Source: an optimization exercise on an open RTL-to-GDS flow (aim: small area, a short achievable clock period and few clock cycles per item). Production flows keep margins and buffers that such runs may drop.
Only simulation tests tie the RTL to the original design; equivalence was not proved.
Power and IR drop assume default switching activity.

==> flow/design.v (excerpt) <==
module tick_mask_task_scheduler_core
#(
    parameter int NUM_TASKS = NUM_TASKS_DEF
)
(
    input  logic                  clk,
    input  logic                  rst_n,
    input  logic                  item_valid,
    output logic                  item_stall,
    input  logic [1:0]            kind,
    input  logic [TIME_W-1:0]     sample_time,
    input  logic [TIDX_W-1:0]     task_index,
    input  logic [TIME_W-1:0]     start_time,
    input  logic [TIME_W-1:0]     stop_time,
    output logic                  result_valid,
    input  logic                  result_stall,
    output logic                  tick_fired,
    output logic [MAX_TASKS-1:0]  run_mask,
    output logic [TICK_W-1:0]     tick_word,
    output logic                  stats_updated,
    output logic [TIME_W-1:0]     mean_exec_time,
    output logic [TIME_W-1:0]     worst_time,
    output logic                  config_bad,
    input  logic                  cfg_valid,
    output logic                  cfg_ready,
    input  logic [CFG_IDX_W-1:0]  cfg_index,
    input  logic [TIME_W-1:0]     cfg_data
);
For scale: roughly 750 flip-flops, about 250 I/O pins, ~59000 µm² of cells after synthesis.
==> flow/config.mk <==
export PLATFORM = sky130hd
export DESIGN_NAME = tick_mask_task_scheduler_core
export DESIGN_NICKNAME = tick_mask_task_scheduler_core
export VERILOG_FILES = /design/flow/design.v
export SDC_FILE = /design/flow/constraint.sdc
export NUM_CORES = 4
export LEC_CHECK = 0
export CAP_MARGIN = 10
export CORE_MARGIN = 2
export CORE_UTILIZATION = 30
export CTS_BUF_LIST = sky130_fd_sc_hd__clkbuf_8
export PLACE_DENSITY = 0.75
export SETUP_SLACK_MARGIN = 4.0
export SLEW_MARGIN = 10
==> flow/constraint.sdc <==
create_clock -name core_clock -period 8.5 [get_ports {clk}]
set_input_delay 1.7000 -clock core_clock [delete_from_list [all_inputs] [get_ports {clk}]]
set_output_delay 1.7000 -clock core_clock [all_outputs]
set_load 0.01 [all_outputs]
standard.sh (not shown) runs the stock make flow with config.mk's settings and CLKGATE_MAP_FILE= SYNTH_SCRIPT=/design/flow/synth_recipe.tcl, a recipe that flattens the netlist after the stock synthesis.
==> flow/flow/run.sh <==
#!/bin/bash
# The standard layout, with plain buf_2 cells (instead of clkdlybuf4s50_1) as the
# port buffers that global placement inserts on every input and output.
# All of make's output goes to standard.log in the work folder; ORFS keeps each
# step's own log under orfs/logs/.
set -euo pipefail
bash standard.sh "BUFFER_PORTS_ARGS=-buffer_cell sky130_fd_sc_hd__buf_2" finish > standard.log 2>&1
Testbench counts at the start, summed over its fixed seeds: cycles 13,972, items 12,800.
Rerun with:
- CAP_MARGIN: 10 -> 20
- SETUP_SLACK_MARGIN: 4.0 -> 4.3
- SLEW_MARGIN: 10 -> 20
Non-clock buffer count is higher by 254.
Sequential cell count stays the same.
Count of clock-buffer cells in the layout is higher by 8.
Total power climbs by 12%.
Wire length grows by 8.3%.
Synthesized cell count does not change.
Maximum frequency increases by 3.2%.
Clock power came out higher by 11%.
Sequential share of layout area goes down by 2.2 points.
Rerun with:
- SETUP_SLACK_MARGIN: 4.3 -> 4.0
=> First-iteration DRC count came out lower by 3.8%. Synthesized area does not change. Design area came out lower by 6.5%. Global-route usage came out lower by 1.5 points. Power came out lower by 9.2%. Utilization came out lower by 2.5 points.


## main
tick_mask_task_scheduler_core, a different RTL version from the one above (not shown whole).
Size in the first run: ~6,100 cells after synthesis, roughly 750 flip-flops, ~250 I/O pins, about 61,000 sq um of cells after synthesis.
// tick_mask_task_scheduler_core
module tick_mask_task_scheduler_core
#(
    parameter int NUM_TASKS = NUM_TASKS_DEF
)
(
    input  logic                  clk,
    input  logic                  rst_n,
    input  logic                  item_valid,
    output logic                  item_stall,
    input  logic [1:0]            kind,
    input  logic [TIME_W-1:0]     sample_time,
    input  logic [TIDX_W-1:0]     task_index,
    input  logic [TIME_W-1:0]     start_time,
    input  logic [TIME_W-1:0]     stop_time,
    output logic                  result_valid,
    input  logic                  result_stall,
    output logic                  tick_fired,
    output logic [MAX_TASKS-1:0]  run_mask,
    output logic [TICK_W-1:0]     tick_word,
    output logic                  stats_updated,
    output logic [TIME_W-1:0]     mean_exec_time,
    output logic [TIME_W-1:0]     worst_time,
    output logic                  config_bad,
    input  logic                  cfg_valid,
    output logic                  cfg_ready,
    input  logic [CFG_IDX_W-1:0]  cfg_index,
    input  logic [TIME_W-1:0]     cfg_data
);
clock: 8.5 ns
lec_check: 0
cap_margin: 20
core_margin: 2
core_utilization: 30
cts_buf_list: sky130_fd_sc_hd__clkbuf_8
setup_slack_margin: 4.0
slew_margin: 20
Scripts as last shown in full above: flow/flow/run.sh
Testbench counts of main, summed over its fixed seeds: cycles 13,972, items 12,800.
[inputs] the feature branch vs main
==> flow/run.sh (new file) <==
#!/bin/bash
# synth_recipe.tcl (not shown) runs the flow's synth.tcl, then flattens the netlist and writes it again
# the make line also repeats each setting of config.mk as NAME=value (left out here)
make -C /OpenROAD-flow-scripts/flow DESIGN_CONFIG=/design/flow/config.mk WORK_HOME=/design/flow/orfs CLKGATE_MAP_FILE= SYNTH_SCRIPT=/design/flow/synth_recipe.tcl finish
removed: flow/flow/run.sh
removed: flow/standard.sh
Results
The feature branch: done, clean on timing, DRC and antenna. Cell leakage power in the feature branch is 0.55% above main. On overall track demand over capacity in global routing, main and the feature branch are basically level. Comparing main against the feature branch, there is no change at all in number of hold violations in the final report. Comparing the feature branch with main, the wire length of the first global-routing pass came out essentially unchanged.

separate check: timing with driven ports:
How much do the figures lean on ideal ports? The routed layouts below were timed once more, with nothing changed but the port constraints. Step 1, drivers: a clkbuf_16 drives clk and a buf_2 each remaining input, both assumed. Step 2 adds t to the input delays and takes it off the output delays; t is the mean of the earliest and latest rising clock arrival at the registers after step 1. Input paths then give back, and output paths get back, about the clock's delay inside the block. Three values: ideal, step 1, step 2; two values: the first two.
run	t, ns	setup slack, ns	latest minus earliest clock arrival (ns)
the first run of note 1	0.970	3.899 / 3.899 / 3.196	0.076 / 0.075
the second run of note 1	1.011	4.042 / 4.042 / 3.318	0.127 / 0.127
the third run of note 1	0.974	3.972 / 3.972 / 3.144	0.085 / 0.085
main	1.004	3.792 / 3.792 / 3.265	0.108 / 0.109
the feature branch	0.982	3.663 / 3.663 / 3.192	0.067 / 0.067
After both steps every run listed still meets setup and hold. For the third run of note 1, which loses most, drivers alone change the setup slack by 0.000 ns; drivers and shift together by -0.828 ns.
